This is an optimization exercise on Yosys and OpenROAD, whose aim is small area, a short achievable clock period and few clock cycles per item, not a production implementation.
Only simulation tests tie the RTL to the original design; equivalence was not proved.
The clock input has no modelled driver; a real chip could not lean on it and would need a root buffer or a full tree.
Power is estimated from default activity; no workload was simulated.

run A:
// fuzzy_signature_scanner
module fuzzy_signature_scanner #(
   parameter int PATTERN_LEN = 32,
   parameter int OFFSET_BITS = 32
) (
   input  logic                      clock,
   input  logic                      reset,
   input  logic                      req_valid,
   output logic                      req_ready,
   input  logic [7:0]                req_data_byte,
   input  logic                      req_end_of_region,
   output logic                      rsp_valid,
   input  logic                      rsp_ready,
   output logic                      rsp_found,
   output logic [31:0]               rsp_hit_offset,
   input  logic                      csr_wr_en,
   input  logic [2:0]                csr_index,
   input  logic [63:0]               csr_wdata
);
Size in the first run: roughly 1500 cells after synthesis, ~120 I/O pins, about 0.020 mm² of cells after synthesis.
clock: 7.5 ns
lec_check: 0
abc_clock_period_in_ps: 2500
cap_margin: 20
core_margin: 2
core_utilization: 57
cts_cluster_diameter: 80
cts_cluster_size: 30
setup_slack_margin: 5
slew_margin: 20
standard.sh (not shown) runs the stock make flow with config.mk's settings and CLKGATE_MAP_FILE= SYNTH_SCRIPT=/design/flow/synth_recipe.tcl, a recipe that flattens the netlist after the stock synthesis.
==> flow/flow/run.sh <==
#!/bin/bash
set -euo pipefail
bash standard.sh \
  "BUFFER_PORTS_ARGS=-buffer_cell sky130_fd_sc_hd__buf_1" \
  "PRE_RESIZE_TCL=$PWD/flow/ports.tcl" \
  "PRE_CTS_TCL=$PWD/flow/ctsroot.tcl" \
  "CTS_ARGS=-sink_clustering_enable -repair_clock_nets -sink_clustering_size 30 -sink_clustering_max_diameter 80 -dont_use_dummy_load" \
  finish > flow.log 2>&1
==> flow/flow/ctsroot.tcl <==
rename clock_tree_synthesis my_orig_clock_tree_synthesis
proc clock_tree_synthesis {args} {
  my_orig_clock_tree_synthesis {*}$args
  set block [ord::get_db_block]
  set root [$block findInst clkbuf_0_clock]
  if {$root eq "NULL"} {
    puts "ctsroot.tcl: no root buffer clkbuf_0_clock, tree left as built"
    return
  }
  set in [[$root findITerm A] getNet]
  set out [[$root findITerm X] getNet]
  set loads {}
  foreach it [$out getITerms] { if {[$it isInputSignal]} { lappend loads $it } }
  if {[llength $loads] > 4} {
    puts "ctsroot.tcl: root buffer drives [llength $loads] pins, tree left as built"
    return
  }
  foreach it $loads { $it disconnect; $it connect $in }
  odb::dbInst_destroy $root
  odb::dbNet_destroy $out
  $in setSigType CLOCK
  puts "ctsroot.tcl: removed clkbuf_0_clock; the clock port drives [llength $loads] buffers"
}
==> flow/flow/ports.tcl <==
# PRE_RESIZE hook: the port buffers start as buf_1; the inputs that fan out to many
# enables or feed long control paths get a stronger buffer.
foreach {port cell} {csr_wr_en buf_8 csr_index[0] buf_8 csr_index[1] buf_8 csr_index[2] buf_8 reset buf_4 req_valid buf_4 rsp_ready buf_4 req_end_of_region buf_4} {
  foreach pin [get_pins -of_objects [get_nets $port]] {
    set inst [get_cells -of_objects $pin]
    set master [get_property [get_lib_cells -of_objects $inst] name]
    if {[string match "sky130_fd_sc_hd__buf_*" $master]} {
      puts "ports.tcl: [get_full_name $inst] ($master) -> sky130_fd_sc_hd__$cell for $port"
      replace_cell $inst sky130_fd_sc_hd__$cell
    }
  }
}
Run A ran to completion and came out clean on the timing, design-rule and antenna checks.
Testbench counts of run A, summed over its fixed seeds: cycles 35,186, bytes 35,180.
diff inputs: run A => run B
- SETUP_SLACK_MARGIN changed from 5 to 4.8
- CORE_UTILIZATION changed from 57 to 65
-- flow/flow/run.sh --
<<< run A, line 6
  "PRE_CTS_TCL=$PWD/flow/ctsroot.tcl" \
>>> run B, line 6
-- flow/flow/ports.tcl --
<<< run A, line 3
foreach {port cell} {csr_wr_en buf_8 csr_index[0] buf_8 csr_index[1] buf_8 csr_index[2] buf_8 reset buf_4 req_valid buf_4 rsp_ready buf_4 req_end_of_region buf_4} {
>>> run B, line 3
foreach port {csr_wr_en csr_index[0] csr_index[1] csr_index[2] reset req_valid rsp_ready req_end_of_region} {
<<< run A, line 8
      puts "ports.tcl: [get_full_name $inst] ($master) -> sky130_fd_sc_hd__$cell for $port"
      replace_cell $inst sky130_fd_sc_hd__$cell
>>> run B, line 8
      puts "ports.tcl: [get_full_name $inst] ($master) -> sky130_fd_sc_hd__buf_4 for $port"
      replace_cell $inst sky130_fd_sc_hd__buf_4
removed: flow/flow/ctsroot.tcl
Results
- Run B ended with every stage complete and zero timing, DRC or antenna violations.
- Changes observed in run B relative to run A: number of buffers other than clock buffers in the final layout went up by about 1.5%, post-CTS clock slew at the launch and capture registers of the worst setup and hold paths flat, clock-buffer cell count rose about 5%, final cycle utilization of the critical path climbed 1.5 points, layout filler cell count fell by 557.
- Compared with run A, run B shows clock period minus final worst setup slack higher by 110 ps.
- Compared with run A, in run B setup slack after layout fell 110 ps; global-route met3 utilization rose 0.67 points; aggregate routed wire length fell 3200 µm; final core utilization rose 7.3 points.
Relative to run B, the following input files were edited for run C:
- CORE_UTILIZATION now 70, was 65
--- outcome ---
- Run C does better than run B on cell area after layout.
- pat_ff[25] as the capturing instance or port of the critical path was reported by run B, and pat_ff[187] by run C.
- Run C: depth of the critical timing path with buffers and inverters included lower than run B
- Between run C and run B, it is run C whose fmax is lower, by 13 MHz.
- In the flow results for run B and run C, the multi-input logic portion of the cell area is smaller on run B.
- Detailed-route wire length improves in run C relative to run B.
- Final cell count: lower on run C
- Run C -> run B: via count flat
For run D, these inputs were changed with respect to run C:
- SETUP_SLACK_MARGIN changed from 4.8 to 4.95
- CTS_CLUSTER_DIAMETER changed from 80 to 70
- CTS_CLUSTER_SIZE changed from 30 to 36
- CORE_UTILIZATION changed from 70 to 60
-- flow/flow/run.sh --
<<< run C, line 6
  "CTS_ARGS=-sink_clustering_enable -repair_clock_nets -sink_clustering_size 30 -sink_clustering_max_diameter 80 -dont_use_dummy_load" \
>>> run D, line 6
  "PRE_CTS_TCL=$PWD/flow/ctsroot.tcl" \
  "CTS_ARGS=-sink_clustering_enable -repair_clock_nets -sink_clustering_size 36 -sink_clustering_max_diameter 70 -dont_use_dummy_load" \
==> flow/flow/ctsroot.tcl (new file) <==
rename clock_tree_synthesis my_orig_clock_tree_synthesis
proc clock_tree_synthesis {args} {
  my_orig_clock_tree_synthesis {*}$args
  set block [ord::get_db_block]
  set root [$block findInst clkbuf_0_clock]
  if {$root eq "NULL"} {
    puts "ctsroot.tcl: no root buffer clkbuf_0_clock, tree left as built"
    return
  }
  set in [[$root findITerm A] getNet]
  set out [[$root findITerm X] getNet]
  set loads {}
  foreach it [$out getITerms] { if {[$it isInputSignal]} { lappend loads $it } }
  if {[llength $loads] > 4} {
    puts "ctsroot.tcl: root buffer drives [llength $loads] pins, tree left as built"
    return
  }
  foreach it $loads { $it disconnect; $it connect $in }
  odb::dbInst_destroy $root
  odb::dbNet_destroy $out
  $in setSigType CLOCK
  puts "ctsroot.tcl: removed clkbuf_0_clock; the clock port drives [llength $loads] buffers"
}
Results
In summary, run C completed successfully, with a layout that passed the timing, design-rule and antenna checks. Run D went all the way through synthesis, placement and routing and the layout is clean on timing, DRC and antenna. Sequential standard cell area delta (run C -> run D): insignificant. Minimum period implied by the final worst setup slack in run D is 280 ps below run C. The number of tap cells inserted in run C is 0.857 times that in run D. Run D — cell area after layout about 2.5% higher, run C as reference. Run D vs run C: share of the core filled with cells down. When run D is set beside run C, its smallest setup slack after layout turns out to be 280 ps larger. Looking at final antenna diode count across run D and run C, the one that comes out higher is run D. Vias after detailed routing essentially unchanged between run D and run C. After detailed routing, run C needs less wire than run D. reset as the source of the critical timing path was reported by run C, and csr_wr_en by run D.

* * *

The RTL this note starts from:
==> flow/design.v <==
package fss_pkg;
   localparam int BYTE_BITS         = 8;
   localparam int CSR_INDEX_BITS    = 3;
   localparam int CSR_DATA_BITS     = 64;
   localparam int MATCH_BITS        = 6;
   localparam int OFFSET_OUT_BITS   = 32;
   localparam int REG_PATTERN_BYTES = 31;
   localparam int PATTERN_REG_BITS  = 4 * CSR_DATA_BITS;
   localparam logic [MATCH_BITS-1:0] MIN_MATCHES_RESET = 6'd31;
   typedef enum logic [CSR_INDEX_BITS-1:0] {
      CSR_PATTERN_LO    = 3'd0,
      CSR_PATTERN_MID   = 3'd1,
      CSR_PATTERN_UPPER = 3'd2,
      CSR_PATTERN_TOP   = 3'd3,
      CSR_FINAL_BYTE    = 3'd4,
      CSR_MIN_MATCHES   = 3'd5
   } csr_index_type;
   typedef struct packed {
      logic [CSR_DATA_BITS-1:0] pattern_top;
      logic [CSR_DATA_BITS-1:0] pattern_upper;
      logic [CSR_DATA_BITS-1:0] pattern_mid;
      logic [CSR_DATA_BITS-1:0] pattern_lo;
      logic [BYTE_BITS-1:0]     final_byte;
      logic [MATCH_BITS-1:0]    min_matches;
   } cfg_type;
endpackage
import fss_pkg::*;
module fss_match #(
   parameter int PATTERN_LEN = 32
) (
   input  logic [BYTE_BITS-1:0]                           data_byte,
   input  logic [PATTERN_LEN-1:0][BYTE_BITS-1:0]          pattern,
   output logic [PATTERN_LEN-1:0]                         equal
);
   for (genvar j = 0; j < PATTERN_LEN; j++) begin : g_pos
      assign equal[j] = (data_byte == pattern[j]);
   end
endmodule
import fss_pkg::*;
module fuzzy_signature_scanner #(
   parameter int PATTERN_LEN = 32,
   parameter int OFFSET_BITS = 32
) (
   input  logic                      clock,
   input  logic                      reset,
   input  logic                      req_valid,
   output logic                      req_ready,
   input  logic [7:0]                req_data_byte,
   input  logic                      req_end_of_region,
   output logic                      rsp_valid,
   input  logic                      rsp_ready,
   output logic                      rsp_found,
   output logic [31:0]               rsp_hit_offset,
   input  logic                      csr_wr_en,
   input  logic [2:0]                csr_index,
   input  logic [63:0]               csr_wdata
);
   localparam int N = PATTERN_LEN;
   logic [REG_PATTERN_BYTES-1:0][BYTE_BITS-1:0] pat_ff;    
   logic [BYTE_BITS-1:0]                        final_ff;  
   logic [MATCH_BITS-1:0]                       min_ff;
   logic [CSR_DATA_BITS-1:0] wdata;
   logic [5:0]               wr;
   assign wdata = reset ? {{(CSR_DATA_BITS-MATCH_BITS){1'b0}}, MIN_MATCHES_RESET} : csr_wdata;
   for (genvar r = 0; r < 6; r++) begin : g_wr
      assign wr[r] = reset || (csr_wr_en && csr_index == 3'(r));
   end
   always_ff @(posedge clock) begin
      if (wr[CSR_PATTERN_LO])    pat_ff[7:0]   <= reset ? '0 : wdata;
      if (wr[CSR_PATTERN_MID])   pat_ff[15:8]  <= reset ? '0 : wdata;
      if (wr[CSR_PATTERN_UPPER]) pat_ff[23:16] <= reset ? '0 : wdata;
      if (wr[CSR_PATTERN_TOP])   pat_ff[30:24] <= reset ? '0 : wdata[55:0];
      if (wr[CSR_FINAL_BYTE])    final_ff      <= reset ? '0 : wdata[BYTE_BITS-1:0];
      if (wr[CSR_MIN_MATCHES])   min_ff        <= wdata[MATCH_BITS-1:0];
   end
   logic                 in_valid_ff;
   logic [BYTE_BITS-1:0] in_byte_ff;
   logic                 in_eor_ff;
   logic                 ready_ff;
   logic                   first_ff;      
   logic [4:0]             seen_ff;       
   logic                   past_ff;       
   logic                   hit_done_ff;   
   logic [OFFSET_BITS-1:0] off_ff;        
   logic                   rsp_valid_ff, rsp_found_ff;
   logic [N-1:1][5:0] part;
   logic [N-1:0][BYTE_BITS-1:0] pattern;
   logic [N-1:0]                equal;
   assign pattern = {final_ff, pat_ff};
   fss_match #(
      .PATTERN_LEN(N)
   ) u_match (
      .data_byte(in_byte_ff),
      .pattern  (pattern),
      .equal    (equal)
   );
   logic hd, live, risky, stall, go;
   logic hit_if_eq, hit_if_ne, hit_now, miss_now, report;
   assign hd    = hit_done_ff && !first_ff;
   assign live  = !first_ff && (&seen_ff) && !hd;
   assign risky = live || (in_eor_ff && !hd);
   assign stall = rsp_valid_ff && risky;
   assign go    = in_valid_ff && !stall;
   logic hit_if_eq_ff, hit_if_ne_ff;
   logic ge0, ge1, ge2;
   assign ge0 = {1'b0, part[2]} >= {1'b0, min_ff};
   assign ge1 = {1'b0, part[2]} + 7'd1 >= {1'b0, min_ff};
   assign ge2 = {1'b0, part[2]} + 7'd2 >= {1'b0, min_ff};
   assign hit_if_eq = equal[N-2] ? ge2 : ge1;
   assign hit_if_ne = equal[N-2] ? ge1 : ge0;
   assign hit_now   = live && (equal[N-1] ? hit_if_eq_ff : hit_if_ne_ff);
   assign miss_now  = in_eor_ff && !hd && !hit_now;
   assign report    = go && (hit_now || miss_now);
   logic                   in_valid_d, in_eor_d, first_d, hit_done_d, rsp_valid_d;
   logic [4:0]             seen_d;
   logic                   hd_d, live_d, risky_d, stall_d;
   logic [OFFSET_BITS-1:0] off_inc, off_d;
   logic                   off_upd, off_sel;
   always_comb begin
      in_valid_d  = (req_valid && ready_ff) || (in_valid_ff && !go);
      in_eor_d    = ready_ff ? req_end_of_region : in_eor_ff;
      first_d     = go ? in_eor_ff : first_ff;
      seen_d      = go ? (first_ff ? 5'd1 : ((&seen_ff) ? seen_ff : seen_ff + 5'd1)) : seen_ff;
      hit_done_d  = go ? (hd || hit_now) : hit_done_ff;
      rsp_valid_d = report || (rsp_valid_ff && !rsp_ready);
      hd_d    = hit_done_d && !first_d;
      live_d  = !first_d && (&seen_d) && !hd_d;
      risky_d = live_d || (in_eor_d && !hd_d);
      stall_d = rsp_valid_d && risky_d;
      off_inc = (off_ff == {{(OFFSET_BITS-6){1'b1}}, 6'b011111}) ? off_ff : off_ff + 1'b1;
      off_upd = go && (live || (in_eor_ff && !hd));
      off_sel = off_upd && past_ff && live && !miss_now;
      off_d   = ({OFFSET_BITS{!off_upd}} & off_ff) | ({OFFSET_BITS{off_sel}} & off_inc);
   end
   always_ff @(posedge clock) begin
      if (reset) begin
         in_valid_ff  <= 1'b0;
         ready_ff     <= 1'b1;
         first_ff     <= 1'b1;
         rsp_valid_ff <= 1'b0;
      end else begin
         in_valid_ff  <= in_valid_d;
         ready_ff     <= !(in_valid_d && stall_d);
         first_ff     <= first_d;
         rsp_valid_ff <= rsp_valid_d;
      end
   end
   always_ff @(posedge clock) begin
      if (ready_ff) begin
         in_byte_ff <= req_data_byte;
         in_eor_ff  <= req_end_of_region;
      end
      seen_ff     <= seen_d;
      hit_done_ff <= hit_done_d;
      if (go) begin
         past_ff <= !first_ff && (&seen_ff);
         hit_if_eq_ff <= hit_if_eq;
         hit_if_ne_ff <= hit_if_ne;
      end
      off_ff       <= off_d;
      rsp_found_ff <= (report && hit_now) || (!report && rsp_found_ff);
   end
   for (genvar k = 1; k < N; k++) begin : g_part
      localparam int W = $clog2(N - k + 1);
      logic [W-1:0] part_ff;
      if (k == N - 1) begin : g_last
         always_ff @(posedge clock)
            if (go) part_ff <= equal[0];
      end else begin : g_mid
         always_ff @(posedge clock)
            if (go) part_ff <= W'(part[k+1]) + W'(equal[N-1-k]);
      end
      assign part[k] = 6'(part_ff);
   end
   assign req_ready      = ready_ff;
   assign rsp_valid      = rsp_valid_ff;
   assign rsp_found      = rsp_found_ff;
   assign rsp_hit_offset = off_ff;
endmodule
export LEC_CHECK = 0
export ABC_CLOCK_PERIOD_IN_PS = 2500
export CAP_MARGIN = 20
export CORE_MARGIN = 2
export CORE_UTILIZATION = 60
export CTS_CLUSTER_DIAMETER = 80
export CTS_CLUSTER_SIZE = 30
export SETUP_SLACK_MARGIN = 5
export SLEW_MARGIN = 20
create_clock -name core_clock -period 7.5 [get_ports {clock}]
==> flow/flow/run.sh <==
#!/bin/bash
set -euo pipefail
bash standard.sh \
  "CTS_ARGS=-sink_clustering_enable -repair_clock_nets -sink_clustering_size 30 -sink_clustering_max_diameter 80 -dont_use_dummy_load" \
  finish > flow.log 2>&1
The first run passed the timing, design-rule and antenna checks.
Testbench counts at the start, summed over its fixed seeds: cycles 35,186, bytes 35,180.
Next try:
==> flow/run.sh (new file) <==
#!/bin/bash
# synth_recipe.tcl (not shown) runs the flow's synth.tcl, then flattens the netlist and writes it again
# the make line also repeats each setting of config.mk as NAME=value (left out here)
make -C /OpenROAD-flow-scripts/flow DESIGN_CONFIG=/design/flow/config.mk WORK_HOME=/design/flow/orfs CLKGATE_MAP_FILE= SYNTH_SCRIPT=/design/flow/synth_recipe.tcl finish
- CORE_UTILIZATION: 60 -> 55
- CTS_CLUSTER_DIAMETER: 80 -> 60
- CTS_CLUSTER_SIZE: 30 -> 25
removed: flow/flow/run.sh
removed: flow/standard.sh
What happened: Power came out higher by about 13%; design area came out higher by 2.5%; core utilization came out lower by 4.3 points; clock-buffer cell count came out higher by 17; first-iteration DRC count came out lower by about 23%; wire length came out higher by 0.98%; area after synthesis is unchanged; global-route usage came out lower by 1.9 points; clock skew came out lower by 0.025 ns; register-to-register slack improved by 0.11 ns; worst setup slack got worse by 0.0091 ns.
Next try:
- CTS_CLUSTER_DIAMETER: 60 -> not set
- CTS_CLUSTER_SIZE: 25 -> not set
Effect: Non-clock buffer count came out lower by 13; cell area hardly moves; total power went up by 6.4%; worst setup slack is worse by 0.038 ns; utilization increases by 0.16 points; routed wire length is lower by 0.49%; critical path depth does not change; combinational power goes down by 4.4%.
Next try:
- CTS_CLUSTER_DIAMETER: not set -> 80
- CTS_CLUSTER_SIZE: not set -> 30
Outcome:
- non-clock buffer count is higher by 13
- cell count went down by 1.5%
- count of clock-buffer cells in the layout drops by 41
- routed wire length barely changes
- first-iteration DRC count stays flat
- clock power drops by 35%
- worst hold slack improves by 0.0045 ns
- maximum frequency stays flat
- worst setup slack is about the same
- via count decreases by 0.79%

-- separate check: timing with driven ports --
The flow's constraints put no driver on any port. The routed layouts listed below were extracted and timed again, unchanged, in two steps. Step 1 sets driving cells, clkbuf_16 on the clock port and buf_2 on the other inputs (assumed; they add their load-dependent delay and slew). Step 2 adds t to the input delays and takes it off the output delays; t is the mean of the earliest and latest rising clock arrival at the registers after step 1. Input paths then give back, and output paths get back, about the clock's delay inside the block. Three values: ideal ports, drivers, drivers and shift; two values: the first two.
| run | shift t [ns] | setup slack, ns | worst hold slack (ns) | clock arrival spread, ns | worst data-port slew with drivers (ns) |
|---|---|---|---|---|---|
| run A | 0.457 | 4.878 / 4.873 / 4.416 | 0.480 / 0.480 / 0.480 | 0.072 / 0.072 | 0.08 |
| run B | 0.576 | 4.764 / 4.791 / 4.221 | 0.480 / 0.480 / 0.480 | 0.059 / 0.059 | 0.10 |
| run C | 0.572 | 4.663 / 4.690 / 4.118 | 0.497 / 0.497 / 0.497 | 0.064 / 0.064 | 0.06 |
| run D | 0.499 | 4.946 / 4.932 / 4.494 | 0.481 / 0.481 / 0.481 | 0.106 / 0.106 | 0.08 |
| the first run of note 2 | 0.593 | 4.943 / 4.891 / 4.499 | 0.530 / 0.530 / 0.530 | 0.056 / 0.057 | 0.07 |
| the second run of note 2 | 0.590 | 4.934 / 4.881 / 4.414 | 0.537 / 0.537 / 0.537 | 0.031 / 0.030 | 0.08 |
| the third run of note 2 | 0.630 | 4.896 / 4.841 / 4.296 | 0.538 / 0.538 / 0.538 | 0.024 / 0.024 | 0.08 |
| the fourth run of note 2 | 0.613 | 4.895 / 4.843 / 4.337 | 0.542 / 0.542 / 0.542 | 0.022 / 0.022 | 0.08 |
After both steps every run listed still meets setup and hold. For the third run of note 2, which loses most, drivers alone change the setup slack by -0.055 ns; drivers and shift together by -0.600 ns.
